Context: an optimization exercise on an open-source flow, tuned for small area. The choices shown serve that exercise and are no tape-out recipe.
In this exercise RTL edits were held to simulation tests only and were not proved equivalent to the original.
The flow treats the clock pin as an ideal source, which a real chip does not have.
Power and IR drop assume default switching activity.

[run.sh]
#!/bin/bash
# synth_recipe.tcl (not shown) runs the flow's synth.tcl, then flattens the netlist and writes it again
# the make line also repeats each setting of config.mk as NAME=value (left out here)
make -C /OpenROAD-flow-scripts/flow DESIGN_CONFIG=/design/flow/config.mk WORK_HOME=/design/flow/orfs CLKGATE_MAP_FILE= SYNTH_SCRIPT=/design/flow/synth_recipe.tcl finish
[config.mk]
export PLATFORM = sky130hd
export DESIGN_NAME = rvCore
export DESIGN_NICKNAME = rvCore
export VERILOG_FILES = /design/flow/design.v
export SDC_FILE = /design/flow/constraint.sdc
export NUM_CORES = 4
export LEC_CHECK = 0
export CAP_MARGIN = 20
export CORE_MARGIN = 2
export CORE_UTILIZATION = 40
export SLEW_MARGIN = 20
export SYNTH_HIERARCHICAL = 1
[constraint.sdc]
create_clock -name core_clock -period 8.0 [get_ports {clock}]
set_input_delay 1.6000 -clock core_clock [delete_from_list [all_inputs] [get_ports {clock}]]
set_output_delay 1.6000 -clock core_clock [all_outputs]
set_load 0.01 [all_outputs]
[design.v]
`timescale 1ns/10ps
package rvPkg;
    localparam logic [6:0] opLoad  = 7'b0000011;
    localparam logic [6:0] opImm   = 7'b0010011;
    localparam logic [6:0] opStore = 7'b0100011;
    localparam logic [6:0] opReg   = 7'b0110011;
    typedef logic [3:0] aluOpE;
    localparam logic [3:0] aluAdd = 4'b0000;
    localparam logic [3:0] aluSll = 4'b0001;
    localparam logic [3:0] aluXor = 4'b0100;
    localparam logic [3:0] aluSrl = 4'b0101;
    localparam logic [3:0] aluOr  = 4'b0110;
    localparam logic [3:0] aluAnd = 4'b0111;
    localparam logic [3:0] aluSub = 4'b1000;
    localparam logic [3:0] aluSra = 4'b1101;
    typedef logic wbSrcE;
    localparam logic       wbAlu = 1'b0;
    localparam logic       wbMem = 1'b1;
    typedef struct packed {
        logic             valid;
        logic [32-1:0] word;
    } instrInT;
    typedef struct packed {
        logic                   valid;
        logic                   regWrite;
        logic                   memRead;
        logic                   memWrite;
        wbSrcE                  wbSrc;
        aluOpE                  aluOp;
        logic                   useImm;    
        logic [5-1:0] rd;
        logic [32-1:0]       rs1Val;
        logic [32-1:0]       rs2Val;
        logic [32-1:0]       imm;
    } idExT;
    typedef struct packed {
        logic                   valid;
        logic                   regWrite;
        logic                   memRead;
        logic                   memWrite;
        wbSrcE                  wbSrc;
        logic [5-1:0] rd;
        logic [32-1:0]       aluResult;   
        logic [32-1:0]       storeData;
    } exMemT;
    typedef struct packed {
        logic                   valid;
        logic [5-1:0] rd;
        logic [32-1:0]       data;
    } wbT;
endpackage
`timescale 1ns/10ps
module aoi3 (
    input  logic s0, d0, s1, d1, s2, d2,
    output logic y
);
    assign y = ~((s0 & d0) | (s1 & d1) | (s2 & d2));
endmodule
module rdSlice31 (
    input  logic [30:0] s,
    input  logic [30:0] d,
    output logic        y
);
    logic [10:0] t;
    for (genvar j = 0; j < 10; j++) begin : g
        aoi3 u (.s0(s[3*j]), .d0(d[3*j]), .s1(s[3*j+1]), .d1(d[3*j+1]),
                .s2(s[3*j+2]), .d2(d[3*j+2]), .y(t[j]));
    end
    assign t[10] = ~(s[30] & d[30]);
    assign y = ~(&t);
endmodule
module rdSlice16 (
    input  logic [15:0] s,
    input  logic [15:0] d,
    output logic        y
);
    logic [5:0] t;
    for (genvar j = 0; j < 5; j++) begin : g
        aoi3 u (.s0(s[3*j]), .d0(d[3*j]), .s1(s[3*j+1]), .d1(d[3*j+1]),
                .s2(s[3*j+2]), .d2(d[3*j+2]), .y(t[j]));
    end
    assign t[5] = ~(s[15] & d[15]);
    assign y = ~(&t);
endmodule
`timescale 1ns/10ps
module rvCore (
    input  logic        clock,
    input  logic        arstN,
    input  logic        instrValid,
    input  logic [31:0] instrWord,
    output logic        wbValid,
    output logic [4:0]  wbRd,
    output logic [31:0] wbData
);
    logic [6:0] opc;
    logic       inLoad, inImm, inStore, inReg;
    assign opc     = instrWord[6:0];
    assign inLoad  = (opc == 7'b0000011);
    assign inImm   = (opc == 7'b0010011);
    assign inStore = (opc == 7'b0100011);
    assign inReg   = (opc == 7'b0110011);
    logic        dW, dS;        
    logic        dLd, dR;       
    logic [24:0] dI;            
    always_ff @(posedge clock or negedge arstN) begin
        if (!arstN) begin
            dW <= 1'b0;
            dS <= 1'b0;
        end else begin
            dW <= instrValid && (inLoad || inImm || inReg) && (instrWord[11:7] != 5'd0);
            dS <= instrValid && inStore;
        end
    end
    always_ff @(posedge clock) begin
        dLd <= inLoad;
        dR  <= inReg;
        dI  <= instrWord[31:7];
    end
    logic [4:0]  rdD, rs1A, rs2A;
    logic [2:0]  f3;
    logic        b30;
    assign rdD  = dI[4:0];
    assign f3   = dI[7:5];
    assign rs1A = dI[12:8];
    assign rs2A = dI[17:13];
    assign b30  = dI[23];
    logic [31:0] regs [1:31];
    logic [31:1] rValid;
    logic        wV;
    logic [4:0]  wRd;
    logic [31:0] wData;
    always_ff @(posedge clock) begin
        if (wV) regs[wRd] <= wData;
    end
    always_ff @(posedge clock or negedge arstN) begin
        if (!arstN) begin
            rValid <= '0;
        end else if (wV) begin
            rValid[wRd] <= 1'b1;
        end
    end
    logic [31:0] rs1, rs2;
    logic [31:1] sel1, sel2;
    for (genvar i = 1; i < 32; i++) begin : gSel
        assign sel1[i] = (rs1A == 5'(i)) && rValid[i];
        assign sel2[i] = (rs2A == 5'(i)) && rValid[i];
    end
    for (genvar b = 0; b < 32; b++) begin : gRd
        logic [31:1] col;
        for (genvar i = 1; i < 32; i++) begin : gCol
            assign col[i] = regs[i][b];
        end
        rdSlice31 u1 (.s(sel1), .d(col), .y(rs1[b]));
        rdSlice31 u2 (.s(sel2), .d(col), .y(rs2[b]));
    end
    logic [31:0] imm, opB, sum, shl, shr, res;
    logic        sub, arith;
    logic [4:0]  shamt;
    assign imm   = dS ? {{20{dI[24]}}, dI[24:18], dI[4:0]} : {{20{dI[24]}}, dI[24:13]};
    assign opB   = dR ? rs2 : imm;
    assign sub   = dR && b30 && (f3 == 3'b000);
    assign arith = b30;
    assign sum   = rs1 + (sub ? ~opB : opB) + {31'd0, sub};
    assign shamt = opB[4:0];
    assign shl   = rs1 << shamt;
    assign shr   = 32'($signed({arith & rs1[31], rs1}) >>> shamt);
    always_comb begin
        case (f3)
            3'b001:  res = shl;
            3'b100:  res = rs1 ^ opB;
            3'b101:  res = shr;
            3'b110:  res = rs1 | opB;
            3'b111:  res = rs1 & opB;
            default: res = sum;
        endcase
    end
    logic        w1, s1, w2, s2;
    logic        ld1, ld2;
    logic [4:0]  rd1, rd2;
    logic [31:0] d1, d2;
    logic [3:0]  a1, a2;
    always_ff @(posedge clock or negedge arstN) begin
        if (!arstN) begin
            w1 <= 1'b0;
            s1 <= 1'b0;
            w2 <= 1'b0;
            s2 <= 1'b0;
        end else begin
            w1 <= dW;
            s1 <= dS;
            w2 <= w1;
            s2 <= s1;
        end
    end
    always_ff @(posedge clock) begin
        ld1 <= dLd;
        rd1 <= rdD;
        d1  <= dS ? rs2 : res;
        a1  <= sum[5:2];
        ld2 <= ld1;
        rd2 <= rd1;
        d2  <= d1;
        a2  <= a1;
    end
    logic [31:0] dmem [16];
    always_ff @(posedge clock) begin
        if (s2) dmem[a2] <= d2;
    end
    always_ff @(posedge clock or negedge arstN) begin
        if (!arstN) begin
            wV <= 1'b0;
        end else begin
            wV <= w2;
        end
    end
    logic [15:0] mSel;
    logic [31:0] mData;
    for (genvar i = 0; i < 16; i++) begin : gMSel
        assign mSel[i] = (a2 == 4'(i));
    end
    for (genvar b = 0; b < 32; b++) begin : gMRd
        logic [15:0] col;
        for (genvar i = 0; i < 16; i++) begin : gCol
            assign col[i] = dmem[i][b];
        end
        rdSlice16 u (.s(mSel), .d(col), .y(mData[b]));
    end
    always_ff @(posedge clock) begin
        wRd   <= rd2;
        wData <= ld2 ? mData : d2;
    end
    assign wbValid = wV;
    assign wbRd    = wRd;
    assign wbData  = wData;
endmodule
==> out/results.ini, run 1 <==
[run_status]
outcome = timing/DRC/antenna clean

[grt]
grt_pass1_vias = 47000
grt_max_degree = 57
grt_pass1_wl_microns = 356000
antenna_found_initial = 10
grt_overflow = 0
track_usage = 0.277

[timing]
grt_setup_unrepaired = no
slew_viol_final = 0
setup_viol = 0
clock_skew_ns = 0.0299
tns_ns = 0
max_freq_mhz = 149
tightestPinTransition_ns = 1.06
hold_viol = 0
layout_min_cycle_time_ns = 6.69
relSlewSlack = 0.277
fin_crit_sh = 0.836

[clock_tree]
hold_buffers = 0
cts-root-buf = clkbuf_16
cts_buffers = 169
cts_resized = 0
clock_latency_ns = 0.82
clockBufferDepth = 3
h-tree-depth = 4
cts_sinks = 1690
cts_setup_buffers = 0
path_clk_slew_ns = 0.07
cts_tree = yes

[finish]
fillers = 15000
fin_nets = 4856
drive_above_1_share = 0.121
syn2layout_area_growth_pct = 15.3
final_area_sq_um = 80400
utilization = 0.463
multi_input_area_sq_um = 20300
seqCellArea_sq_um = 49100

[synth]
syn_area_sq_um = 69700
async_reset_ff_frac = 0.0225
ys_warn_count = 7
netlist.area_leader.share = 0.648
synth-edff-count = 1504
postSynthCellCount = 4389
synth_fp_nets = 4532
synth.largest_area_cell = edfxtp_1
ys.flop_type = edfxtp_1
ys_seq_elements = 1690
yosysUniqueCellTypes = 86
synth.area.top_cells = edfxtp_1 (65%), a222oi_1 (12%), dfxtp_1 (4.2%)
ys_seq_area_frac = 0.704
avgSynthCellArea_sq_um = 15.9

[floorplan]
die_area_sq_um = 178000
fp.dieW_microns = 421
coreArea_sq_um = 173000
die_h_microns = 421
start_util = 0.402
rows = 153
io_pins = 73

[routing]
num_vias = 49700
ant_nets = 0
vias_per_cell = 6.92
drtIter0Drc = 10700
first_pass_iters = 12
wire_per_inst_microns = 35.5
routed_wl_microns = 255000
route.detailed.drc = 0

[critical_path]
cp_max_fo = 13
cp-start-kind = flop
critPathMaxStageDelay_ns = 0.75
cp.arrival_ns = 7.43
end_kind = flop
required_ns = 8.74
path_cells = nor2b_1, and3_1, a222oi_1, nand4_1, a2111o_1, nand2b_1, o211ai_1, a21boi_0, fa_1, nor2b_1, o311ai_1, buf_4, a2111oi_2, o21ai_0, a311oi_1, a31oi_1, or4_1, o211ai_1
worstSetupPathType = flop to flop
crit_slowest_cell = and3_1

[power]
power_density_nw_per_um2 = 234
leakage_nw = 27.2
p_total_w = 0.0188
ir_worst_vdd_mv = 0.248

[worst_hold_path]
hold_class = flop to flop

[placed_design]
gp_congestion = 1.03
io_buffers = 72
dpl-instance-area_sq_um = 74800
dpl.hpwl_microns = 163000

[job]
drv_cap = 0

==> modules after synthesis, one instance, submodules excluded <==
module,times used,area [sq um]
aoi3,800,10.0
rdSlice16,32,16.3
rvCore,1,59400
rdSlice31,64,27.5
==> power by group <==
group / internal (W) / switching, W / total [W]
clock network: 0.00456 / 0.00342 / 0.00798
logic: 0.000242 / 0.000624 / 0.000866
registers: 0.00982 / 0.000124 / 0.00994
total: 0.0146 / 0.00416 / 0.0188
==> worst max-delay path, delay by kind of cell, from the launching register on <==
| kind | cells | cell delay, ns |
|---|---|---|
| simple gates | 6 | 2.65 |
| fa+ha+maj | 1 | 0.43 |
| buf+inv | 1 | 0.19 |
| compound gates | 10 | 2.91 |
| flops | 1 | 0.43 |
==> metal layers <==
metal  vias up  part of all wire  GRT usage  routed length (microns)
li1      20400                 -          -                        -
met1     25300              0.38      0.375                    98100
met2      3523              0.46      0.438                   117000
met3       508              0.12     0.0745                    31700
met4         6             0.032     0.0812                     8290
met5         -           0.00016          0                       41
==> cells by family after synthesis <==
group	share of synthesized area
AO/OA/AOI/OAI	0.173
XOR/XNOR	0.00729
adder cells (fa/ha/maj)	0.0195
buffers and inverters	0.0115
flip-flops	0.704
multiplexers	0.0237
AND/OR/NAND/NOR	0.0606
==> area by class of cell <==
class                           instances  area share
Clock buffer                          220      0.0572
Inverter                               85     0.00400
Tap cell                             2325      0.0362
Clock inverter                         97      0.0123
Antenna cell                            1   0.0000311
Multi-Input combinational cell       2506       0.253
Timing Repair Buffer                  261      0.0267
Sequential cell                      1690       0.611
==> flip-flops by register name (all words and copies together) (netlist names), 4 cells and up <==
signal and count:
a1 4, a2 4, d1 32, d2 32, dI 25, dmem 512, rValid 31, rd1 5
rd2 5, regs 992, wData 32, wRd 5
==> placed cells by master (no fill, tap or decap), drive strengths merged, types with 84 or more instances in the layout <==
master,Yosys,layout
inv,84,89
ha,107,107
a21oi,103,103
clkbuf,67,220
nor2,170,170
mux2i,96,96
o21ai,84,84
edfxtp,1504,1504
and3,100,100
nand4,167,167
a222oi,801,801
buf,41,190
dfxtp,148,148
nand2,216,216
==> worst paths after layout <==
check / startpoint / to / slack (ns) / cells past startpoint
max: dI[13]$_DFF_P_ / d1[30]$_DFF_P_ / 1.31 / 18
min: d1[6]$_DFF_P_ / d2[6]$_DFF_P_ / 0.32 / 0
max reg2reg: dI[13]$_DFF_P_ / d1[30]$_DFF_P_ / 1.31 / 18
min reg2reg: d1[6]$_DFF_P_ / d2[6]$_DFF_P_ / 0.32 / 0
max in group asynchronous: arstN / dS$_DFF_PN0_ / 6.38 / 1
min in group asynchronous: arstN / s1$_DFF_PN0_ / 0.95 / 1
==> metrics by stage <==
stage	hold slack (ns)	setup WS (ns)	cells
floorplan	0.310	1.76	4389
global placement	0.310	1.73	6866
detailed placement	0.312	1.67	6866
CTS	0.321	1.66	7183
global route	0.329	1.09	7184
finish	0.316	1.31	7185
==> cells in the mapped netlist, drive strengths merged (11+ instances only) <==
cell and instances:
o211ai 66, ha 107, clkbuf 67, a21o 29, a22oi 20, a222oi 801, o22ai 22, o21a 21
nor3 44, nor2b 13, o21bai 18, xnor2 47, mux2i 96, xor2 11, o21ai 84, nand3 50
a21oi 103, a31oi 11, inv 84, edfxtp 1504, nand4 167, mux2 41, dfrtp 38, a211oi 24
a2111o 65, dfxtp 148, nor2 170, nand2b 18, nand2 216, and3 100, buf 41
==> run 2: changes to the inputs <==
--- a/design.v
+++ b/design.v
@@ -58,2 +58,15 @@
 endmodule
+module rdSlice32 (
+    input  logic [31:0] s,
+    input  logic [31:0] d,
+    output logic        y
+);
+    logic [10:0] t;
+    for (genvar j = 0; j < 10; j++) begin : g
+        aoi3 u (.s0(s[3*j]), .d0(d[3*j]), .s1(s[3*j+1]), .d1(d[3*j+1]),
+                .s2(s[3*j+2]), .d2(d[3*j+2]), .y(t[j]));
+    end
+    assign t[10] = ~((s[30] & d[30]) | (s[31] & d[31]));
+    assign y = ~(&t);
+endmodule
 module rdSlice31 (
@@ -71,5 +84,5 @@
 endmodule
-module rdSlice16 (
-    input  logic [15:0] s,
-    input  logic [15:0] d,
+module rdSlice17 (
+    input  logic [16:0] s,
+    input  logic [16:0] d,
     output logic        y
@@ -81,3 +94,13 @@
     end
-    assign t[5] = ~(s[15] & d[15]);
+    assign t[5] = ~((s[15] & d[15]) | (s[16] & d[16]));
+    assign y = ~(&t);
+endmodule
+module resSlice (
+    input  logic [5:0] s,
+    input  logic [5:0] d,
+    output logic       y
+);
+    logic [1:0] t;
+    aoi3 u0 (.s0(s[0]), .d0(d[0]), .s1(s[1]), .d1(d[1]), .s2(s[2]), .d2(d[2]), .y(t[0]));
+    aoi3 u1 (.s0(s[3]), .d0(d[3]), .s1(s[4]), .d1(d[4]), .s2(s[5]), .d2(d[5]), .y(t[1]));
     assign y = ~(&t);
@@ -120,8 +143,9 @@
     logic [2:0]  f3;
-    logic        b30;
-    assign rdD  = dI[4:0];
-    assign f3   = dI[7:5];
-    assign rs1A = dI[12:8];
-    assign rs2A = dI[17:13];
-    assign b30  = dI[23];
+    logic        b30, useImm;
+    assign rdD    = dI[4:0];
+    assign f3     = dI[7:5];
+    assign rs1A   = dI[12:8];
+    assign rs2A   = dI[17:13];
+    assign b30    = dI[23];
+    assign useImm = !dR && !dS;    
     logic [31:0] regs [1:31];
@@ -141,7 +165,8 @@
     end
-    logic [31:0] rs1, rs2;
+    logic [31:0] rs1, opB, immI;
     logic [31:1] sel1, sel2;
+    assign immI = {{20{dI[24]}}, dI[24:13]};
     for (genvar i = 1; i < 32; i++) begin : gSel
         assign sel1[i] = (rs1A == 5'(i)) && rValid[i];
-        assign sel2[i] = (rs2A == 5'(i)) && rValid[i];
+        assign sel2[i] = (rs2A == 5'(i)) && rValid[i] && !useImm;
     end
@@ -153,25 +178,35 @@
         rdSlice31 u1 (.s(sel1), .d(col), .y(rs1[b]));
-        rdSlice31 u2 (.s(sel2), .d(col), .y(rs2[b]));
-    end
-    logic [31:0] imm, opB, sum, shl, shr, res;
-    logic        sub, arith;
+        rdSlice32 u2 (.s({useImm, sel2}), .d({immI[b], col}), .y(opB[b]));
+    end
+    logic        sub, left;
+    logic [31:0] bx, sum, shIn, shr, res;
+    logic [32:0] sumX;
     logic [4:0]  shamt;
-    assign imm   = dS ? {{20{dI[24]}}, dI[24:18], dI[4:0]} : {{20{dI[24]}}, dI[24:13]};
-    assign opB   = dR ? rs2 : imm;
+    logic        fill;
+    logic [5:0]  rSel;
     assign sub   = dR && b30 && (f3 == 3'b000);
-    assign arith = b30;
-    assign sum   = rs1 + (sub ? ~opB : opB) + {31'd0, sub};
+    assign bx    = opB ^ {32{sub}};
+    assign sumX  = {rs1, 1'b1} + {bx, sub};
+    assign sum   = sumX[32:1];
+    assign left  = (f3 == 3'b001);
     assign shamt = opB[4:0];
-    assign shl   = rs1 << shamt;
-    assign shr   = 32'($signed({arith & rs1[31], rs1}) >>> shamt);
-    always_comb begin
-        case (f3)
-            3'b001:  res = shl;
-            3'b100:  res = rs1 ^ opB;
-            3'b101:  res = shr;
-            3'b110:  res = rs1 | opB;
-            3'b111:  res = rs1 & opB;
-            default: res = sum;
-        endcase
-    end
+    for (genvar b = 0; b < 32; b++) begin : gRev
+        assign shIn[b] = left ? rs1[31-b] : rs1[b];
+    end
+    assign fill  = b30 && !left && rs1[31];
+    assign shr   = 32'({fill, shIn} >> shamt) | ~(32'hffffffff >> shamt) & {32{fill}};
+    assign rSel[0] = !dS && (f3 == 3'b000 || f3 == 3'b010 || f3 == 3'b011);
+    assign rSel[1] = !dS && (f3 == 3'b100 || f3 == 3'b110);
+    assign rSel[2] = !dS && (f3 == 3'b110 || f3 == 3'b111);
+    assign rSel[3] = !dS && (f3 == 3'b101);
+    assign rSel[4] = !dS && left;
+    assign rSel[5] = dS;
+    for (genvar b = 0; b < 32; b++) begin : gRes
+        resSlice u (.s(rSel),
+                    .d({opB[b], shr[31-b], shr[b], rs1[b] & bx[b], rs1[b] ^ bx[b], sum[b]}),
+                    .y(res[b]));
+    end
+    logic [5:0] immLo, addr;
+    assign immLo = {dI[18], dS ? dI[4:0] : dI[17:13]};
+    assign addr  = rs1[5:0] + immLo;
     logic        w1, s1, w2, s2;
@@ -197,4 +232,4 @@
         rd1 <= rdD;
-        d1  <= dS ? rs2 : res;
-        a1  <= sum[5:2];
+        d1  <= res;
+        a1  <= addr[5:2];
         ld2 <= ld1;
@@ -208,13 +243,6 @@
     end
-    always_ff @(posedge clock or negedge arstN) begin
-        if (!arstN) begin
-            wV <= 1'b0;
-        end else begin
-            wV <= w2;
-        end
-    end
     logic [15:0] mSel;
-    logic [31:0] mData;
+    logic [31:0] wNext;
     for (genvar i = 0; i < 16; i++) begin : gMSel
-        assign mSel[i] = (a2 == 4'(i));
+        assign mSel[i] = (a2 == 4'(i)) && ld2;
     end
@@ -225,3 +253,10 @@
         end
-        rdSlice16 u (.s(mSel), .d(col), .y(mData[b]));
+        rdSlice17 u (.s({!ld2, mSel}), .d({d2[b], col}), .y(wNext[b]));
+    end
+    always_ff @(posedge clock or negedge arstN) begin
+        if (!arstN) begin
+            wV <= 1'b0;
+        end else begin
+            wV <= w2;
+        end
     end
@@ -229,3 +264,3 @@
         wRd   <= rd2;
-        wData <= ld2 ? mData : d2;
+        wData <= wNext;
     end
==> flow/run.sh (new file) <==
#!/bin/bash
# The standard layout with a leaner clock tree: small leaf clock buffers in
# small clusters, no dummy loads, then only the leaves whose sinks see a slow
# clock edge are upsized (flow/clkfix.tcl). Ports get minimum-size buffers.
# The make run's full output goes to standard_flow.log in the work folder;
# ORFS keeps each step's log under orfs/logs.
set -euo pipefail
HERE=$(pwd)
CTS="-sink_clustering_enable -repair_clock_nets -dont_use_dummy_load -buf_list sky130_fd_sc_hd__clkbuf_4 -sink_clustering_size 10 -sink_clustering_max_diameter 50"
bash standard.sh "CTS_ARGS=$CTS" "POST_CTS_TCL=$HERE/flow/clkfix.tcl" \
  "BUFFER_PORTS_ARGS=-buffer_cell sky130_fd_sc_hd__buf_1" finish > standard_flow.log 2>&1
==> flow/clkfix.tcl (new file) <==
# Upsize clock buffers whose sinks see a slow clock edge, smallest first
proc clk_sink_slew { inst } {
  set mx 0.0
  set net [get_nets -of_objects [get_pins [get_full_name $inst]/X]]
  foreach p [get_pins -of_objects $net -filter "direction==input"] {
    set s [get_property $p slew_max]
    if { $s > $mx } { set mx $s }
  }
  return $mx
}
proc clk_upsize { target } {
  set sizes {sky130_fd_sc_hd__clkbuf_1 sky130_fd_sc_hd__clkbuf_2 sky130_fd_sc_hd__clkbuf_4 sky130_fd_sc_hd__clkbuf_8 sky130_fd_sc_hd__clkbuf_16}
  for { set it 0 } { $it < 12 } { incr it } {
    estimate_parasitics -placement
    set changed 0
    foreach inst [get_cells *] {
      set m [get_property $inst ref_name]
      set i [lsearch $sizes $m]
      if { $i < 0 || $i >= [llength $sizes] - 1 } { continue }
      if { [clk_sink_slew $inst] > $target } {
        replace_cell [get_full_name $inst] [lindex $sizes [expr $i + 1]]
        incr changed
      }
    }
    puts "clk_upsize iteration $it: upsized $changed"
    if { $changed == 0 } { break }
  }
}

# Run after CTS: upsize leaf clock buffers until every clock sink's estimated
# slew is under the target, then legalize the placement again.
clk_upsize 0.105
detailed_placement
check_placement -verbose
==> standard.sh (new file) <==
#!/bin/bash
# synth_recipe.tcl (not shown) runs the flow's synth.tcl, then flattens the netlist and writes it again
# the make line also repeats each setting of config.mk as NAME=value (left out here)
make -C /OpenROAD-flow-scripts/flow DESIGN_CONFIG=/design/flow/config.mk WORK_HOME=/design/flow/orfs CLKGATE_MAP_FILE= SYNTH_SCRIPT=/design/flow/synth_recipe.tcl "${@:-finish}"
removed: run.sh
==> out/results.ini, run 2 <==
[run_status]
outcome = timing/DRC/antenna clean

[synth]
synth_fp_nets = 4010  ; -12%
synth-edff-count = 1504  ; unchanged
synth_common_cells = edfxtp_1 (1,504), a222oi_1 (864), nand2_1 (190)
synth.most_common_cell = edfxtp_1
avgSynthCellArea_sq_um = 17.0  ; +7.3%
postSynthCellCount = 3927  ; -11%
ys_seq_area_frac = 0.733  ; +0.0294
async_reset_ff_frac = 0.0225  ; unchanged
netlist.area_leader.share = 0.675  ; +0.0271
ys_warn_count = 7  ; unchanged
ys_seq_elements = 1690  ; unchanged
synth.area.top_cells = edfxtp_1 (67%), a222oi_1 (13%), dfxtp_1 (4.4%)
yosysUniqueCellTypes = 80  ; -7.0%
ys.flop_type = edfxtp_1
synth.largest_area_cell = edfxtp_1
syn_area_sq_um = 66900  ; -4.0%

[power]
p_sw_frac = 0.221  ; -0.000607
leakage_nw = 24.9  ; -8.7%
p_int_w = 0.0116  ; -21%
p_total_w = 0.0149  ; -21%
ir_worst_vdd_mv = 0.249  ; +0.27%
combinationalPowerShare = 0.039  ; -0.007
pwr-share-clk = 0.296  ; -0.129
switchingPower_w = 0.00328  ; -21%
seqPwrFrac = 0.665  ; +0.136
power_density_nw_per_um2 = 202  ; -14%

[critical_path]
path_cells = o21ai_0, nor2_1, and3_2, buf_4, a222oi_1, nand4_1, or4_4, clkinv_1, xnor2_1, ha_1, nand2_1, or2_2, a31oi_1, o21a_1, a22oi_1, a211oi_1, or2_2, a21boi_1, xnor2_1, a222oi_1, nand2_1
crit_family = compound AO/OA/AOI/OAI gates
r2r_end = d1[27]$_DFF_P_
reg2regPathDepth = 21  ; +3
required_ns = 8.67  ; -0.07 ns
worstSetupPathType = flop to flop
ff2ff_setup_slack_ns = 0.80  ; -0.51 ns
r2r-start = dS$_DFF_PN0_
cp.arrival_ns = 7.87  ; +0.44 ns
crit_slowest_cell = o21ai_0
end_kind = flop
cp-start-kind = flop
cp_max_fo = 35  ; +22
critPathBufInv = 2  ; +1
critPathMaxStageDelay_ns = 0.92  ; +0.17 ns

[finish]
fin_nets = 4386  ; -9.7%
final_common_cell = edfxtp_1
syn2layout_area_growth_pct = 10.0
reg_top3 = regs: 992 flops, dmem: 512 flops
drive_above_1_share = 0.133  ; +0.0122
largest-register = regs
largest_reg_flops = 992  ; unchanged
final_cell_mix = edfxtp_1 (1,504), a222oi_1 (864), nand2_1 (190)

[job]
drv_cap = 0  ; unchanged

[routing]
num_vias = 46900  ; -5.7%
ant_nets = 0  ; unchanged
route.detailed.drc = 0  ; unchanged
routed_wl_microns = 237000  ; -6.9%
wire_per_inst_microns = 36.5  ; +2.7%
first_pass_iters = 14  ; +2
vias_per_cell = 7.21  ; +4.1%
drtIter0Drc = 11000  ; +2.5%

[grt]
antenna_found_initial = 14  ; +4
grt_overflow = 0  ; unchanged
grt_pass1_wl_microns = 331000  ; -7.0%
grt_max_degree = 50  ; -12%
grt_pass1_vias = 43700  ; -6.9%
track_usage = 0.271  ; -0.00592

[clock_tree]
cts_sinks = 1690  ; unchanged
clock_latency_ns = 0.83  ; about the same
path_clk_slew_ns = 0.10  ; +0.03 ns
cts_tree = yes

[timing]
layout_min_cycle_time_ns = 7.20  ; +0.510 ns
relSlewSlack = 0.138  ; -0.140
max_freq_mhz = 139  ; -7.1%
grt_setup_unrepaired = no
fin_crit_sh = 0.900  ; +0.0638
hold_viol = 0  ; unchanged
setup_viol = 0  ; unchanged
tns_ns = 0  ; unchanged
clock_skew_ns = 0.0950  ; +0.0650 ns
slew_viol_final = 0  ; unchanged
tightestPinTransition_ns = 1.29  ; +0.237 ns

[worst_hold_path]
hold_class = flop to flop
hold_depth = 0  ; unchanged
min_from = d1[11]$_DFF_P_
hold_end = d2[11]$_DFF_P_

[placed_design]
gp_congestion = 0.951  ; -7.3%
dpl.hpwl_microns = 147000  ; -9.4%
io_buffers = 72  ; unchanged

[floorplan]
io_pins = 73  ; unchanged
die_h_microns = 413  ; -2.0%
rows = 150  ; -2.0%
die_area_sq_um = 171000  ; -4.0%
start_util = 0.402  ; -0.000437
coreArea_sq_um = 167000  ; -3.9%
fp.dieW_microns = 413  ; -2.0%

==> run 2: cell types whose count changed in the layout (fill, tap and decap cells not counted), moves of 52 or more <==
| cell | delta |
|---|---|
| and3_2 | +52 |
| buf_1 | +71 |
| ha_1 | -59 |
| a22o_1 | +60 |
| clkbuf_16 | -156 |
| and3_1 | -92 |
| o211ai_1 | -62 |
| nor2_1 | -69 |
| a222oi_1 | +63 |
| inv_1 | -65 |
| clkdlybuf4s50_1 | -71 |
| clkbuf_4 | +134 |
==> run 2: worst max path at each step <==
stage	startpoint	to	slack, ns	cells after the start
detailed placement	dS$_DFF_PN0_	d1[31]$_DFF_P_	1.19	21
finish	dS$_DFF_PN0_	d1[27]$_DFF_P_	0.80	21
floorplan	dS$_DFF_PN0_	d1[31]$_DFF_P_	0.58	25
global placement	dS$_DFF_PN0_	d1[31]$_DFF_P_	1.19	21
global route	dS$_DFF_PN0_	d1[31]$_DFF_P_	0.56	21
==> run 2: layout make-up <==
class                           count  area [sq um]
Tap cell                         2204          2760
Antenna cell                        3          7.51
Sequential cell                  1690         49100
Inverter                           19          71.3
Clock buffer                      196          2060
Timing Repair Buffer              238          1560
Fill cell                       14600         93000
Multi-Input combinational cell   2158         18100
==> run 2: metal layers <==
metal / wire length (microns) / up-vias / GRT usage
li1: - / 18800 / -
met5: 39 / - / 0
met4: 8070 / 6 / 0.0840
met3: 36000 / 552 / 0.0927
met1: 89900 / 23700 / 0.373
met2: 104000 / 3857 / 0.404
==> run 2: per-module statistics from Yosys, one instance, submodules excluded <==
module	times used	cells inside	cell area, sq um
rvCore	1	2615	55300
rdSlice32	32	5	36.3
rdSlice31	32	4	27.5
rdSlice17	32	4	23.8
aoi3	864	1	10.0
resSlice	32	1	3.75
==> run 2: power groups by stage <==
stage	combinational (W)	clock (W)	sequential, W
floorplan	0.000223	0	0.0101
global placement	0.000556	0	0.0101
detailed placement	0.000559	0	0.0101
global route	0.000608	0.00481	0.00989
finish	0.000578	0.00440	0.00987
==> run 2: through the flow <==
step	instance area [sq um]	setup WS [ns]	instances	util	hold slack, ns
detailed placement	71500	1.19	6308	0.429	0.312
floorplan	66900	0.583	3927	-	0.310
finish	73600	0.798	6508	0.442	0.279
global placement	71500	1.19	6307	0.429	0.310
global route	73600	0.557	6507	0.442	0.272
==> run 2: kinds of logic (layout without fill, tap and decap cells) <==
family | Yosys count | after routing | synth area share
multiplexers | 112 | 112 | 0.0178
other | 0 | 3 | 0
flip-flops | 1690 | 1690 | 0.733
XOR/XNOR | 67 | 67 | 0.00877
AO/OA/AOI/OAI | 1201 | 1201 | 0.168
buffers and inverters | 79 | 453 | 0.00482
adder cells (fa/ha/maj) | 48 | 48 | 0.00897
AND/OR/NAND/NOR | 730 | 730 | 0.0587
==> run 3: changes to the inputs <==
--- a/config.mk
+++ b/config.mk
@@ -9,3 +9,4 @@
 export CORE_MARGIN = 2
-export CORE_UTILIZATION = 40
+export CORE_UTILIZATION = 55
+export PLACE_DENSITY = 0.75
 export SLEW_MARGIN = 20
==> out/results.ini, run 3 <==
[floorplan]
start_util = 0.556  ; +0.155
die_h_microns = 353  ; -15%
coreArea_sq_um = 120000  ; -28%
die_area_sq_um = 124000  ; -27%
rows = 127  ; -15%
fp.dieW_microns = 353  ; -15%
io_pins = 73  ; unchanged

[critical_path]
cp-start-kind = flop
worstSetupPathType = flop to flop
required_ns = 8.62  ; -0.05 ns
cp_max_fo = 40  ; +14%
end_kind = flop
cp.arrival_ns = 7.92  ; +0.05 ns

[finish]
syn2layout_area_growth_pct = 8.57
final_cell_mix = edfxtp_1 (1,504), a222oi_1 (864), nand2_1 (190)
fin_nets = 4389  ; +0.068%
reg_top3 = regs: 992 flops, dmem: 512 flops
largest_reg_flops = 992  ; unchanged
final_common_cell = edfxtp_1
fillers = 8825  ; -40%
largest-register = regs
seqCellArea_sq_um = 49100  ; about the same
multi_input_area_sq_um = 18000  ; -0.34%
drive_above_1_share = 0.122  ; -0.0117

[timing]
tightestPinTransition_ns = 1.13  ; -0.159 ns
slew_viol_final = 0  ; unchanged
clock_skew_ns = 0.0793  ; -0.0156 ns
tns_ns = 0  ; unchanged
fin_ws_ns = 0.702  ; -0.0962 ns
max_freq_mhz = 137  ; -1.3%
setup_viol = 0  ; unchanged
grt_setup_unrepaired = no
layout_min_cycle_time_ns = 7.30  ; +0.0962 ns
fin_crit_sh = 0.912  ; +0.0120
whs_ns = 0.285  ; +0.00585 ns
relSlewSlack = 0.244  ; +0.106
hold_viol = 0  ; unchanged

[job]
drv_cap = 0  ; unchanged

[grt]
track_usage = 0.340  ; +0.0691
antenna_found_initial = 10  ; -4
grt_max_degree = 43  ; -14%
grt_overflow = 0  ; unchanged
grt_pass1_wl_microns = 309000  ; -6.7%
grt_pass1_vias = 44600  ; +1.9%

[synth]
synth_common_cells = edfxtp_1 (1,504), a222oi_1 (864), nand2_1 (190)
avgSynthCellArea_sq_um = 17.0  ; unchanged
ys.flop_type = edfxtp_1
postSynthCellCount = 3927  ; unchanged
synth.most_common_cell = edfxtp_1
ys_seq_elements = 1690  ; unchanged
ys_seq_area_frac = 0.733  ; unchanged
ys_warn_count = 7  ; unchanged
synth-edff-count = 1504  ; unchanged
netlist.area_leader.share = 0.675  ; unchanged
synth.area.top_cells = edfxtp_1 (67%), a222oi_1 (13%), dfxtp_1 (4.4%)
synth_fp_nets = 4010  ; unchanged
yosysUniqueCellTypes = 80  ; unchanged
syn_area_sq_um = 66900  ; unchanged
async_reset_ff_frac = 0.0225  ; unchanged
synth.largest_area_cell = edfxtp_1

[placed_design]
place_ws_ns = 1.23  ; +0.0387 ns
gp_congestion = 0.986  ; +3.7%
dpl.hpwl_microns = 133000  ; -9.8%
io_buffers = 72  ; unchanged

[routing]
routed_wl_microns = 218000  ; -8.1%
drtIter0Drc = 12300  ; +12%
route.detailed.drc = 0  ; unchanged
wire_per_inst_microns = 36.9  ; +1.1%
num_vias = 47200  ; +0.59%
vias_per_cell = 7.97  ; +11%
ant_nets = 0  ; unchanged
first_pass_iters = 17  ; +3

[clock_tree]
cts_sinks = 1690  ; unchanged
cts_tree = yes
path_clk_slew_ns = 0.10  ; about the same
clock_latency_ns = 0.78  ; -0.05 ns

[power]
p_total_w = 0.0146  ; -2.0%
ir_worst_vdd_mv = 0.222  ; -11%
leakage_nw = 24.9  ; -0.13%
power_density_nw_per_um2 = 200  ; -0.62%

[run_status]
outcome = timing/DRC/antenna clean

[worst_hold_path]
hold_class = flop to flop

-- run 3: cell counts after synthesis --
No cell type changed its count.
-- run 3: kinds of logic after synthesis --
kind of cell / synth area share
buffers and inverters: 0.00482
and+or+nand+nor: 0.0587
xor gates and xnor gates: 0.00877
AOI/OAI and AO/OA: 0.168
muxes: 0.0178
adders and majority gates: 0.00897
DFF: 0.733
-- run 3: metrics by stage --
step                      cells  instance area (sq um)   util
after floorplan            3927                  66900      -
after global routing       5916                  72600  0.604
after detailed placement   5723                  70800  0.588
final                      5918                  72700  0.604
after global placement     5723                  70800  0.588
-- run 3: layout make-up --
cell class | instances | area share
diodes | 2 | 0.0000689
multi-input cells | 2158 | 0.248
inverters | 19 | 0.000982
well taps | 1612 | 0.0278
flip-flops and latches | 1690 | 0.676
clock buffers | 193 | 0.0255
repair buffers | 244 | 0.0218
-- run 3: Yosys stat by module (local to each module, per instance) --
module	cells inside	copies in the design	area (sq um)	flip-flops and latches
rdSlice31	4	32	27.5	0
aoi3	1	864	10.0	0
rdSlice17	4	32	23.8	0
rdSlice32	5	32	36.3	0
resSlice	1	32	3.75	0
rvCore	2615	1	55300	1690
-- run 3: report_power, final --
group	internal, W	total, W	switching (W)	leakage [nW]
clock	0.00149	0.00414	0.00264	1.06
sequential	0.00975	0.00986	0.000105	16.3
combinational	0.000150	0.000568	0.000418	7.49
total	0.0114	0.0146	0.00317	24.9
-- run 3: final timing paths --
kind	slack, ns	start	endpoint	cells past startpoint
setup / recovery	0.70	dS$_DFF_PN0_	d1[31]$_DFF_P_	22
min in group asynchronous	0.70	arstN	dW$_DFF_PN0_	1
max in group asynchronous	7.07	arstN	s1$_DFF_PN0_	1
hold reg to reg	0.29	rd1[4]$_DFF_P_	rd2[4]$_DFF_P_	0
hold / removal	0.29	rd1[4]$_DFF_P_	rd2[4]$_DFF_P_	0
setup reg to reg	0.70	dS$_DFF_PN0_	d1[31]$_DFF_P_	22
-- run 3: per-layer routing --
metal  share of wire  GRT usage
met4           0.048      0.141
met5         0.00017          0
met2            0.45      0.528
met3            0.17      0.118
met1            0.33      0.440
-- run 3: critical path, stage by stage, from the launching register on --
cell,delay (ns)
dfrtp_2,0.41
o21ai_0,0.84
nor3b_1,0.25
and3_1,0.28
buf_4,0.28
a222oi_1,0.42
nand4_1,0.42
or4_4,0.85
inv_1,0.12
buf_4,0.27
xnor2_1,0.12
ha_1,0.42
nand2_1,0.11
or2_2,0.29
a31oi_1,0.21
o21a_1,0.32
a22oi_1,0.19
a211oi_1,0.48
or2_2,0.23
a221oi_1,0.09
xnor2_1,0.14
a222oi_1,0.33
nand2_1,0.11
==> run 4: changes to the inputs <==
--- a/flow/run.sh
+++ b/flow/run.sh
@@ -3,3 +3,4 @@
 # small clusters, no dummy loads, then only the leaves whose sinks see a slow
-# clock edge are upsized (flow/clkfix.tcl). Ports get minimum-size buffers.
+# clock edge are upsized, and gates with drive to spare are downsized
+# (flow/clkfix.tcl). Ports get minimum-size buffers.
 # The make run's full output goes to standard_flow.log in the work folder;
--- a/flow/clkfix.tcl
+++ b/flow/clkfix.tcl
@@ -29,5 +29,76 @@
 
+# Gates whose only load is one buffer need no more than the smallest drive
+proc downsize_buffer_drivers {} {
+  set n 0
+  set saved 0.0
+  foreach inst [get_cells *] {
+    set m [get_property $inst ref_name]
+    if {![regexp {^sky130_fd_sc_hd__(buf|clkbuf)_\d+$} $m]} continue
+    if {[string match "*clkbuf*" $m]} continue
+    set name [get_full_name $inst]
+    set in [get_nets -of_objects [get_pins $name/A]]
+    set pins [get_pins -of_objects $in]
+    if {[llength $pins] != 2} continue
+    set drv ""
+    foreach p $pins { if {[get_property $p direction] eq "output"} { set drv $p } }
+    if {$drv eq ""} continue
+    set dinst [get_cells -of_objects $drv]
+    set dm [get_property $dinst ref_name]
+    if {[string match "*df*" $dm] || [string match "*buf*" $dm] || [string match "*dly*" $dm]} continue
+    if {![regexp {^(sky130_fd_sc_hd__\w+)_(\d+)$} $dm -> base d]} continue
+    if {$d <= 1} continue
+    set small ""
+    foreach s {1 0} { if {[llength [get_lib_cells -quiet */${base}_$s]] > 0} { set small ${base}_$s; break } }
+    if {$small eq ""} continue
+    set saved [expr $saved + [get_property [get_lib_cells */$dm] area] - [get_property [get_lib_cells */$small] area]]
+    replace_cell [get_full_name $dinst] $small
+    incr n
+  }
+  puts "downsize_buffer_drivers: $n gates, [format %.1f $saved] um2"
+}
+
+# Try the smallest drive of every other upsized gate; keep it only if its
+# output still meets slew and capacitance limits with margin and the design
+# keeps its setup slack.
+proc downsize_gates { min_slack } {
+  set n 0
+  set saved 0.0
+  foreach inst [get_cells *] {
+    set dm [get_property $inst ref_name]
+    if {[string match "*df*" $dm] || [string match "*clkbuf*" $dm] || [string match "*dly*" $dm] || [string match "*tap*" $dm] || [string match "*conb*" $dm]} continue
+    if {![regexp {^(sky130_fd_sc_hd__\w+)_(\d+)$} $dm -> base d]} continue
+    if {$d <= 1} continue
+    set small ""
+    foreach s {1 0} { if {[llength [get_lib_cells -quiet */${base}_$s]] > 0} { set small ${base}_$s; break } }
+    if {$small eq ""} continue
+    set name [get_full_name $inst]
+    replace_cell $name $small
+    estimate_parasitics -placement
+    set ok 1
+    foreach p [get_pins -of_objects $inst -filter "direction==output"] {
+      if {[get_property $p slew_max] > 0.9} { set ok 0 }
+      set net [get_nets -of_objects $p]
+      foreach q [get_pins -of_objects $net -filter "direction==input"] {
+        if {[get_property $q slew_max] > 0.9} { set ok 0 }
+      }
+    }
+    if {$ok && [sta::worst_slack -max] < $min_slack} { set ok 0 }
+    if {$ok} {
+      set saved [expr $saved + [get_property [get_lib_cells */$dm] area] - [get_property [get_lib_cells */$small] area]]
+      incr n
+    } else {
+      replace_cell $name $dm
+      estimate_parasitics -placement
+    }
+  }
+  puts "downsize_gates: $n gates, [format %.1f $saved] um2"
+}
+
 # Run after CTS: upsize leaf clock buffers until every clock sink's estimated
-# slew is under the target, then legalize the placement again.
+# slew is under the target; give gates that only drive one buffer, and other
+# gates with slack and slew to spare, their smallest drive; then legalize the
+# placement again.
 clk_upsize 0.105
+downsize_buffer_drivers
+downsize_gates 1.0
 detailed_placement
==> out/results.ini, run 4 <==
[synth]
yosysUniqueCellTypes = 80  ; unchanged
synth.largest_area_cell = edfxtp_1
ys_warn_count = 7  ; unchanged
postSynthCellCount = 3927  ; unchanged
ys_seq_elements = 1690  ; unchanged
ys_seq_area_frac = 0.733  ; unchanged
avgSynthCellArea_sq_um = 17.0  ; unchanged
synth.area.top_cells = edfxtp_1 (67%), a222oi_1 (13%), dfxtp_1 (4.4%)
synth_fp_nets = 4010  ; unchanged
ys.flop_type = edfxtp_1
syn_area_sq_um = 66900  ; unchanged
async_reset_ff_frac = 0.0225  ; unchanged
synth-edff-count = 1504  ; unchanged
synth.most_common_cell = edfxtp_1
netlist.area_leader.share = 0.675  ; unchanged
synth_common_cells = edfxtp_1 (1,504), a222oi_1 (864), nand2_1 (190)

[finish]
largest-register = regs
final_cell_mix = edfxtp_1 (1,504), a222oi_1 (864), nand2_1 (190)
reg_top3 = regs: 992 flops, dmem: 512 flops
final_common_cell = edfxtp_1
final_cells = 5918  ; unchanged
largest_reg_flops = 992  ; unchanged
syn2layout_area_growth_pct = 7.61
drive_above_1_share = 0.0878  ; -0.0339
fin_nets = 4389  ; unchanged

[clock_tree]
path_clk_slew_ns = 0.09  ; about the same
cts_sinks = 1690  ; unchanged
cts_tree = yes
clock_latency_ns = 0.79  ; about the same

[floorplan]
start_util = 0.556  ; unchanged
fp.dieW_microns = 353  ; unchanged
die_h_microns = 353  ; unchanged
io_pins = 73  ; unchanged
rows = 127  ; unchanged
coreArea_sq_um = 120000  ; unchanged
die_area_sq_um = 124000  ; unchanged

[power]
combinationalPowerShare = 0.038  ; about the same
pwr-share-clk = 0.284  ; about the same
leakage_nw = 24.8  ; about the same
p_sw_frac = 0.217  ; -0.000761
switchingPower_w = 0.00315  ; -0.53%
p_int_w = 0.0114  ; about the same
power_density_nw_per_um2 = 202  ; +0.71%
seqPwrFrac = 0.678  ; about the same
ir_worst_vdd_mv = 0.218  ; -1.9%

[grt]
antenna_found_initial = 11  ; +1
grt_max_degree = 43  ; unchanged
track_usage = 0.340  ; about the same
grt_pass1_wl_microns = 309000  ; about the same
grt_pass1_vias = 44700  ; +0.23%
grt_overflow = 0  ; unchanged

[placed_design]
gp_congestion = 0.986  ; unchanged
dpl.hpwl_microns = 133000  ; unchanged
io_buffers = 72  ; unchanged
place_inst = 5723  ; unchanged

[timing]
fin_crit_sh = 0.924  ; +0.0122
max_freq_mhz = 135  ; -1.3%
relSlewSlack = 0.263  ; +0.0193
clock_skew_ns = 0.0867  ; +0.00741 ns
grt_setup_unrepaired = no
tns_ns = 0  ; unchanged
tightestPinTransition_ns = 1.11  ; -0.0289 ns
hold_viol = 0  ; unchanged
layout_min_cycle_time_ns = 7.40  ; +0.0972 ns
slew_viol_final = 0  ; unchanged
setup_viol = 0  ; unchanged
whs_ns = 0.292  ; +0.00740 ns

[run_status]
outcome = timing/DRC/antenna clean

[routing]
routed_wl_microns = 219000  ; +0.21%
wire_per_inst_microns = 37.0  ; +0.21%
vias_per_cell = 8.02  ; +0.56%
num_vias = 47400  ; +0.56%
ant_nets = 0  ; unchanged
route.detailed.drc = 0  ; unchanged
drtIter0Drc = 12300  ; +0.54%
first_pass_iters = 17  ; unchanged

[critical_path]
end_kind = flop
critPathMaxStageDelay_ns = 0.83  ; -0.02 ns
crit_slowest_cell = or4_4
path_cells = o21ai_0, nor3b_1, and3_1, buf_4, a222oi_1, nand4_1, or4_4, xor2_1, ha_1, nand4_1, o21ai_1, o2111a_1, o311ai_1, a21oi_1, a41o_1, a41oi_1, a21oi_1, xor2_1, a222oi_1, nand2_1
cp_max_fo = 32  ; -20%
critPathBufInv = 1  ; -2
required_ns = 8.60  ; -0.02 ns
cp.arrival_ns = 7.99  ; +0.07 ns
crit_family = compound AO/OA/AOI/OAI gates
worstSetupPathType = flop to flop
cp-start-kind = flop

[worst_hold_path]
hold_class = flop to flop

[job]
drv_cap = 0  ; unchanged

-- run 4: cell counts after synthesis --
Identical to the previous run, type by type.
-- run 4: kinds of logic after synthesis --
family                     count (synthesis)  synth area share
DFF                                     1690             0.733
AOI/OAI and AO/OA                       1201             0.168
and+or+nand+nor                          730            0.0587
muxes                                    112            0.0178
buffers and inverters                     79           0.00482
xor gates and xnor gates                  67           0.00877
adders and majority gates                 48           0.00897
-- run 4: per-stage QoR --
stage,area [sq um],util,total power (W),worst slack [ns]
after global routing,72000,0.599,0.0149,0.502
final,72000,0.599,0.0145,0.605
after floorplan,66900,-,0.0103,0.583
after detailed placement,70800,0.588,0.0106,1.23
after global placement,70800,0.588,0.0106,1.23
-- run 4: per-layer routing --
layer,up-vias,track usage,part of all wire
met5,-,0.00113,0.00019
met4,6,0.142,0.051
met3,860,0.113,0.17
met2,4571,0.526,0.45
met1,23100,0.444,0.33
li1,18900,-,-
-- run 4: modules after synthesis (local to each module, per instance) --
module,cells,flops+latches,cell area (sq um),copies in the design
rvCore,2615,1690,55300,1
resSlice,1,0,3.75,32
rdSlice17,4,0,23.8,32
rdSlice32,5,0,36.3,32
rdSlice31,4,0,27.5,32
aoi3,1,0,10.0,864
-- run 4: power by group through the flow --
stage	combinational, W	sequential (W)	clock (W)
2_1_floorplan	0.000223	0.0101	0
3_3_place_gp	0.000533	0.0100	0
3_5_place_dp	0.000542	0.0101	0
5_1_grt	0.000572	0.00987	0.00448
6_report	0.000551	0.00986	0.00413
-- run 4: path summary, 6_finish.rpt --
path | startpoint | to | slack [ns] | cells after the start
setup / recovery | dS$_DFF_PN0_ | d1[28]$_DFF_P_ | 0.60 | 20
hold / removal | rd1[4]$_DFF_P_ | rd2[4]$_DFF_P_ | 0.29 | 0
setup reg to reg | dS$_DFF_PN0_ | d1[28]$_DFF_P_ | 0.60 | 20
hold reg to reg | rd1[4]$_DFF_P_ | rd2[4]$_DFF_P_ | 0.29 | 0
max in group asynchronous | arstN | rValid[27]$_DFFE_PN0P_ | 7.07 | 1
min in group asynchronous | arstN | rValid[5]$_DFFE_PN0P_ | 0.71 | 1
-- run 4: cell type report --
| type | count | area, sq um |
|---|---|---|
| antenna | 2 | 5.00 |
| tap | 1612 | 2020 |
| inverter | 19 | 71.3 |
| timing repair buffer | 244 | 1570 |
| multi-input combinational | 2158 | 17400 |
| fill | 8937 | 48300 |
| clock buffer | 193 | 1850 |
| sequential | 1690 | 49100 |
-- run 4: worst reg2reg max path: stages, from the launching register on --
cell and delay (ns):
dfrtp_2 0.41, o21ai_0 0.82, nor3b_1 0.25, and3_1 0.28
buf_4 0.28, a222oi_1 0.62, nand4_1 0.43, or4_4 0.84
xor2_1 0.26, ha_1 0.33, nand4_1 0.09, o21ai_1 0.13
o2111a_1 0.38, o311ai_1 0.42, a21oi_1 0.20, a41o_1 0.34
a41oi_1 0.42, a21oi_1 0.18, xor2_1 0.17, a222oi_1 0.33
nand2_1 0.10
==> run 5: changes to the inputs <==
--- a/config.mk
+++ b/config.mk
@@ -9,4 +9,3 @@
 export CORE_MARGIN = 2
-export CORE_UTILIZATION = 55
-export PLACE_DENSITY = 0.75
+export CORE_UTILIZATION = 40
 export SLEW_MARGIN = 20
==> out/results.ini, run 5 <==
[worst_hold_path]
hold_class = flop to flop

[synth]
syn_area_sq_um = 66900  ; unchanged
synth.area.top_cells = edfxtp_1 (67%), a222oi_1 (13%), dfxtp_1 (4.4%)
muxShareOfSynthArea = 0.0178  ; unchanged
ys.flop_type = edfxtp_1
synth_xor_area_frac = 0.00877  ; unchanged
netlist.area_leader.share = 0.675  ; unchanged
postSynthCellCount = 3927  ; unchanged
synth_compound_area_frac = 0.168  ; unchanged
synth-edff-count = 1504  ; unchanged
synth_fp_nets = 4010  ; unchanged
yosysUniqueCellTypes = 80  ; unchanged
synth_common_cells = edfxtp_1 (1,504), a222oi_1 (864), nand2_1 (190)
synth_top_family_by_area = compound AO/OA/AOI/OAI gates
synthAdderAreaFrac = 0.00897  ; unchanged
avgSynthCellArea_sq_um = 17.0  ; unchanged
async_reset_ff_frac = 0.0225  ; unchanged
ys_seq_area_frac = 0.733  ; unchanged
synth.largest_area_cell = edfxtp_1
synth-simple-area-share = 0.0587  ; unchanged
synth.most_common_cell = edfxtp_1
ys_seq_elements = 1690  ; unchanged
ys_warn_count = 7  ; unchanged

[critical_path]
required_ns = 8.66  ; +0.06 ns
cp-start-kind = flop
worstSetupPathType = flop to flop
cp.arrival_ns = 8.02  ; +0.03 ns
cp_max_fo = 21  ; -34%
end_kind = flop

[timing]
max_freq_mhz = 136  ; +0.37%
setup_viol = 0  ; unchanged
slew_viol_final = 0  ; unchanged
relSlewSlack = 0.165  ; -0.0979
whs_ns = 0.276  ; -0.0164 ns
clock_skew_ns = 0.0965  ; +0.00972 ns
tns_ns = 0  ; unchanged
layout_min_cycle_time_ns = 7.37  ; -0.0276 ns
grt_setup_unrepaired = no
tightestPinTransition_ns = 1.25  ; +0.147 ns
fin_crit_sh = 0.921  ; -0.00345
hold_viol = 0  ; unchanged

[placed_design]
io_buffers = 72  ; unchanged
gp_congestion = 0.951  ; -3.6%
dpl.hpwl_microns = 147000  ; +11%

[finish]
final_cell_mix = edfxtp_1 (1,504), a222oi_1 (864), nand2_1 (190)
largest-register = regs
drive_above_1_share = 0.0942  ; +0.00634
reg_top3 = regs: 992 flops, dmem: 512 flops
syn2layout_area_growth_pct = 8.99
utilization = 0.438  ; -0.161
fin_nets = 4386  ; -0.068%
largest_reg_flops = 992  ; unchanged
final_common_cell = edfxtp_1

[clock_tree]
clock_latency_ns = 0.82  ; +0.03 ns
cts_tree = yes
cts_sinks = 1690  ; unchanged
path_clk_slew_ns = 0.10  ; about the same

[power]
leakage_nw = 24.8  ; about the same
power_density_nw_per_um2 = 203  ; +0.72%
ir_worst_vdd_mv = 0.246  ; +13%
p_total_w = 0.0148  ; +2.0%

[floorplan]
die_area_sq_um = 171000  ; +37%
fp.dieW_microns = 413  ; +17%
rows = 150  ; +18%
die_h_microns = 413  ; +17%
coreArea_sq_um = 167000  ; +39%
io_pins = 73  ; unchanged
start_util = 0.402  ; -0.155

[routing]
drtIter0Drc = 11500  ; -7.1%
first_pass_iters = 12  ; -5
num_vias = 47000  ; -1.0%
vias_per_cell = 7.21  ; -10%
routed_wl_microns = 238000  ; +8.9%
ant_nets = 0  ; unchanged
wire_per_inst_microns = 36.6  ; -1.0%
route.detailed.drc = 0  ; unchanged

[grt]
grt_max_degree = 50  ; +16%
grt_overflow = 0  ; unchanged
antenna_found_initial = 19  ; +8
grt_pass1_wl_microns = 332000  ; +7.3%
grt_pass1_vias = 43900  ; -1.8%
track_usage = 0.272  ; -0.0688

[job]
drv_cap = 0  ; unchanged

[run_status]
outcome = timing/DRC/antenna clean

## run 5: changes by cell type in the layout (fill, tap and decap cells not counted), moves of 3 or more
| cell | previous run | this run |
|---|---|---|
| nor2_1 | 105 | 108 |
| nor2_4 | 5 | 2 |
| and3_2 | 2 | 44 |
| buf_4 | 169 | 147 |
| and3_1 | 58 | 16 |
| dfxtp_1 | 146 | 142 |
| diode_2 | 2 | 7 |
| clkbuf_8 | 17 | 46 |
| buf_1 | 74 | 88 |
| clkbuf_4 | 159 | 134 |
| dfxtp_2 | 2 | 6 |
## run 5: path summary, 6_finish.rpt
check,startpoint,to,slack (ns),cells past startpoint
min in group asynchronous,arstN,rValid[27]$_DFFE_PN0P_,0.67,1
worst min-delay path,d1[11]$_DFF_P_,d2[11]$_DFF_P_,0.28,0
worst min register to register,d1[11]$_DFF_P_,d2[11]$_DFF_P_,0.28,0
worst max register to register,dS$_DFF_PN0_,d1[30]$_DFF_P_,0.63,20
worst max-delay path,dS$_DFF_PN0_,d1[30]$_DFF_P_,0.63,20
max in group asynchronous,arstN,dS$_DFF_PN0_,7.10,1
## run 5: worst max-delay path, stage by stage (launching register included)
cell      delay (ns)
dfrtp_2         0.41
o21ai_0         0.92
nor2_1          0.23
and3_2          0.46
buf_4           0.30
a222oi_1        0.38
nand4_1         0.47
or4_4           0.82
xor2_1          0.23
ha_1            0.33
nand4_1         0.09
o21ai_1         0.35
o2111a_1        0.40
o311ai_1        0.16
a21oi_1         0.33
a41o_1          0.34
a41oi_2         0.21
a21oi_1         0.26
o211ai_1        0.13
a222oi_1        0.31
nand2_1         0.10
## run 5: cell families (layout without fill, tap and decap cells)
| group | after synthesis | in the layout |
|---|---|---|
| buf+inv | 79 | 453 |
| compound gates | 1201 | 1201 |
| flops | 1690 | 1690 |
| xor+xnor | 67 | 67 |
| other cells | 0 | 7 |
| fa+ha+maj | 48 | 48 |
| simple gates | 730 | 730 |
| mux | 112 | 112 |
## run 5: modules after synthesis (local to each module, per instance)
| module | times used | flops+latches | cell area [sq um] |
|---|---|---|---|
| aoi3 | 864 | 0 | 10.0 |
| rdSlice17 | 32 | 0 | 23.8 |
| rdSlice31 | 32 | 0 | 27.5 |
| rdSlice32 | 32 | 0 | 36.3 |
| resSlice | 32 | 0 | 3.75 |
| rvCore | 1 | 1690 | 55300 |
## run 5: stage by stage
stage | area [sq um] | instances | setup WS [ns]
floorplan | 66900 | 3927 | 0.583
global placement | 71500 | 6307 | 1.19
detailed placement | 71500 | 6308 | 1.19
global route | 72900 | 6507 | 0.430
finish | 72900 | 6512 | 0.632
## run 5: layout make-up
class / instances / area, sq um
clock buffers: 196 / 2060
diodes: 7 / 17.5
repair buffers: 238 / 1490
flip-flops and latches: 1690 / 49100
well taps: 2204 / 2760
inverters: 19 / 71.3
fillers: 14800 / 93700
multi-input cells: 2158 / 17400
## run 5: layer usage
layer  share of wire  global-route usage  vias up
li1                -                   -    18900
met1            0.38               0.372    23700
met2            0.44               0.405     3868
met3            0.15              0.0956      525
met4           0.033              0.0840        8
met5         0.00020                   0        -
## run 5: report_power, final
part	leakage, nW	total [W]	internal, W	switching, W
clock	1.15	0.00439	0.00166	0.00273
sequential	16.3	0.00987	0.00975	0.000120
combinational	7.37	0.000559	0.000141	0.000418
total	24.8	0.0148	0.0116	0.00327
==> run 6: changes to the inputs <==
--- a/flow/clkfix.tcl
+++ b/flow/clkfix.tcl
@@ -100,5 +100,5 @@
 # placement again.
-clk_upsize 0.105
+clk_upsize 0.11
 downsize_buffer_drivers
-downsize_gates 1.0
+downsize_gates 0.95
 detailed_placement
==> out/results.ini, run 6 <==
[run_status]
outcome = timing/DRC/antenna clean

[grt]
antenna_found_initial = 19  ; unchanged
grt_max_degree = 50  ; unchanged
grt_overflow = 0  ; unchanged
grt_pass1_vias = 43900  ; -0.014%
grt_pass1_wl_microns = 332000  ; about the same
track_usage = 0.272  ; about the same

[synth]
async_reset_ff_frac = 0.0225  ; unchanged
ys_seq_elements = 1690  ; unchanged
synth.area.top_cells = edfxtp_1 (67%), a222oi_1 (13%), dfxtp_1 (4.4%)
synth-edff-count = 1504  ; unchanged
netlist.area_leader.share = 0.675  ; unchanged
synth_common_cells = edfxtp_1 (1,504), a222oi_1 (864), nand2_1 (190)
ys_warn_count = 7  ; unchanged
ys_seq_area_frac = 0.733  ; unchanged
synth.largest_area_cell = edfxtp_1
ys.flop_type = edfxtp_1
synth.most_common_cell = edfxtp_1
yosysUniqueCellTypes = 80  ; unchanged
avgSynthCellArea_sq_um = 17.0  ; unchanged
postSynthCellCount = 3927  ; unchanged
synth_fp_nets = 4010  ; unchanged
syn_area_sq_um = 66900  ; unchanged

[finish]
final_cells = 6509  ; -0.046%
final_area_sq_um = 72700  ; -0.30%
reg_top3 = regs: 992 flops, dmem: 512 flops
fillers = 14800  ; +0.31%
drive_above_1_share = 0.0939  ; -0.000233
largest-register = regs
final_cell_mix = edfxtp_1 (1,504), a222oi_1 (864), nand2_1 (190)
final_common_cell = edfxtp_1
fin_nets = 4386  ; unchanged
largest_reg_flops = 992  ; unchanged
syn2layout_area_growth_pct = 8.66

[floorplan]
die_area_sq_um = 171000  ; unchanged
die_h_microns = 413  ; unchanged
rows = 150  ; unchanged
fp.dieW_microns = 413  ; unchanged
coreArea_sq_um = 167000  ; unchanged
io_pins = 73  ; unchanged
start_util = 0.402  ; unchanged

[timing]
relSlewSlack = 0.160  ; -0.00557
grt_setup_unrepaired = no
clock_skew_ns = 0.100  ; +0.00367 ns
slew_viol_final = 0  ; unchanged
setup_viol = 0  ; unchanged
max_freq_mhz = 135  ; -0.44%
whs_ns = 0.279  ; +0.00280 ns
fin_crit_sh = 0.925  ; +0.00408
tightestPinTransition_ns = 1.26  ; +0.00836 ns
layout_min_cycle_time_ns = 7.40  ; +0.0326 ns
tns_ns = 0  ; unchanged
hold_viol = 0  ; unchanged

[critical_path]
cp-start-kind = flop
worstSetupPathType = flop to flop
reg2regPathDepth = 20  ; unchanged
r2r_end = d1[28]$_DFF_P_
worstSetupStartpoint = dS$_DFF_PN0_
cp_max_fo = 35  ; +67%
r2r-start = dS$_DFF_PN0_
end_kind = flop
required_ns = 8.66  ; about the same
cp.arrival_ns = 8.06  ; +0.04 ns
ff2ff_setup_slack_ns = 0.60  ; -0.03 ns

[power]
power_density_nw_per_um2 = 201  ; -1.0%
leakage_nw = 24.7  ; -0.35%
ir_worst_vdd_mv = 0.242  ; -2.0%
p_total_w = 0.0146  ; -1.3%

[worst_hold_path]
min_from = d1[11]$_DFF_P_
hold_end = d2[11]$_DFF_P_
hold_depth = 0  ; unchanged
hold_class = flop to flop

[routing]
route.detailed.drc = 0  ; unchanged
drtIter0Drc = 11200  ; -2.1%
num_vias = 47200  ; +0.43%
vias_per_cell = 7.25  ; +0.48%
first_pass_iters = 15  ; +3
ant_nets = 0  ; unchanged
routed_wl_microns = 238000  ; about the same
wire_per_inst_microns = 36.6  ; about the same

[clock_tree]
clock_latency_ns = 0.83  ; about the same
cts_tree = yes
cts_sinks = 1690  ; unchanged
path_clk_slew_ns = 0.10  ; about the same

[placed_design]
place_inst = 6308  ; unchanged
gp_congestion = 0.951  ; unchanged
io_buffers = 72  ; unchanged
dpl-instance-area_sq_um = 71500  ; unchanged
dpl.hpwl_microns = 147000  ; unchanged

[job]
drv_cap = 0  ; unchanged

run 6: cell counts after synthesis:
Identical to the previous run, type by type.
run 6: worst max-delay path by stage:
| stage | slack [ns] | to |
|---|---|---|
| global route | 0.31 | d1[28]$_DFF_P_ |
| global placement | 1.19 | d1[31]$_DFF_P_ |
| finish | 0.60 | d1[28]$_DFF_P_ |
| floorplan | 0.58 | d1[31]$_DFF_P_ |
| detailed placement | 1.19 | d1[31]$_DFF_P_ |
run 6: Yosys stat by module, one instance, submodules excluded:
module     flops+latches  times used  cells  cell area [sq um]
resSlice               0          32      1               3.75
rdSlice17              0          32      4               23.8
rvCore              1690           1   2615              55300
rdSlice31              0          32      4               27.5
rdSlice32              0          32      5               36.3
aoi3                   0         864      1               10.0
run 6: critical path, cell delays in order, from the launching register on:
cell	delay, ns
dfrtp_2	0.41
o21ai_0	0.92
nor2_1	0.23
and3_2	0.46
buf_4	0.31
a222oi_1	0.47
nand4_1	0.35
or4_4	0.82
clkinv_1	0.15
xnor2_1	0.09
ha_1	0.39
a21o_1	0.22
o2111a_1	0.33
o311ai_1	0.37
a21oi_1	0.21
a41o_1	0.35
a41oi_1	0.42
a21oi_1	0.17
xor2_1	0.17
a222oi_1	0.34
nand2_1	0.09
run 6: cells by family (layout without fill, tap and decap cells):
group	count (synthesis)	in the layout	share of synthesized area
DFF	1690	1690	0.733
AOI/OAI and AO/OA	1201	1201	0.168
and+or+nand+nor	730	730	0.0587
muxes	112	112	0.0178
buffers and inverters	79	453	0.00482
xor gates and xnor gates	67	67	0.00877
adders and majority gates	48	48	0.00897
other	0	4	0
run 6: through the flow:
stage	setup slack [ns]	utilization
after floorplan	0.583	-
after global placement	1.19	0.429
after detailed placement	1.19	0.429
after global routing	0.305	0.436
final	0.600	0.436
run 6: routing by layer:
metal,GRT usage,vias up,part of all wire
li1,-,18900,-
met1,0.372,23800,0.38
met2,0.406,3956,0.44
met3,0.0943,606,0.15
met4,0.0827,8,0.035
met5,0,-,0.00020
run 6: area by class of cell:
| cell class | count | area, sq um | share of cell area |
|---|---|---|---|
| sequential | 1690 | 49100 | 0.675 |
| multi-input combinational | 2158 | 17400 | 0.240 |
| tap | 2204 | 2760 | 0.0379 |
| clock buffer | 196 | 1850 | 0.0255 |
| timing repair buffer | 238 | 1490 | 0.0205 |
| inverter | 19 | 71.3 | 0.000981 |
| antenna | 4 | 10.0 | 0.000138 |
run 6: power by group:
group / internal (W) / switching (W)
Sequential: 0.00975 / 0.000119
Combinational: 0.000141 / 0.000419
Clock: 0.00149 / 0.00271

==> what the ideal ports hide <==
The flow's constraints put no driver on any port. The routed layouts listed below were extracted and timed again, unchanged, in two steps.
Step 1, drivers: a clkbuf_16 drives clock and a buf_2 each remaining input, both assumed.
Step 2 also shifts input and output timing later by t, the mid clock arrival at the registers, as if the neighbouring blocks saw the same clock.
Three values: ideal, step 1, step 2; two values: the first two.
| run | t, ns | setup slack, ns | hold WS [ns] | worst register clock-pin slew, ns | worst data-port slew with drivers (ns) |
|---|---|---|---|---|---|
| run 1 | 0.881 | 1.309 / 1.309 / 1.309 | 0.316 / 0.316 / 0.316 | 0.07 / 0.07 | 0.17 |
| run 2 | 0.865 | 0.798 / 0.798 / 0.798 | 0.279 / 0.279 / 0.279 | 0.12 / 0.12 | 0.08 |
| run 3 | 0.818 | 0.702 / 0.702 / 0.702 | 0.285 / 0.285 / 0.285 | 0.11 / 0.11 | 0.08 |
| run 4 | 0.823 | 0.605 / 0.605 / 0.605 | 0.292 / 0.292 / 0.292 | 0.11 / 0.11 | 0.08 |
| run 5 | 0.863 | 0.632 / 0.632 / 0.632 | 0.276 / 0.276 / 0.276 | 0.11 / 0.11 | 0.09 |
| run 6 | 0.861 | 0.600 / 0.600 / 0.600 | 0.279 / 0.279 / 0.279 | 0.12 / 0.12 | 0.08 |
After both steps every run listed still meets setup and hold.
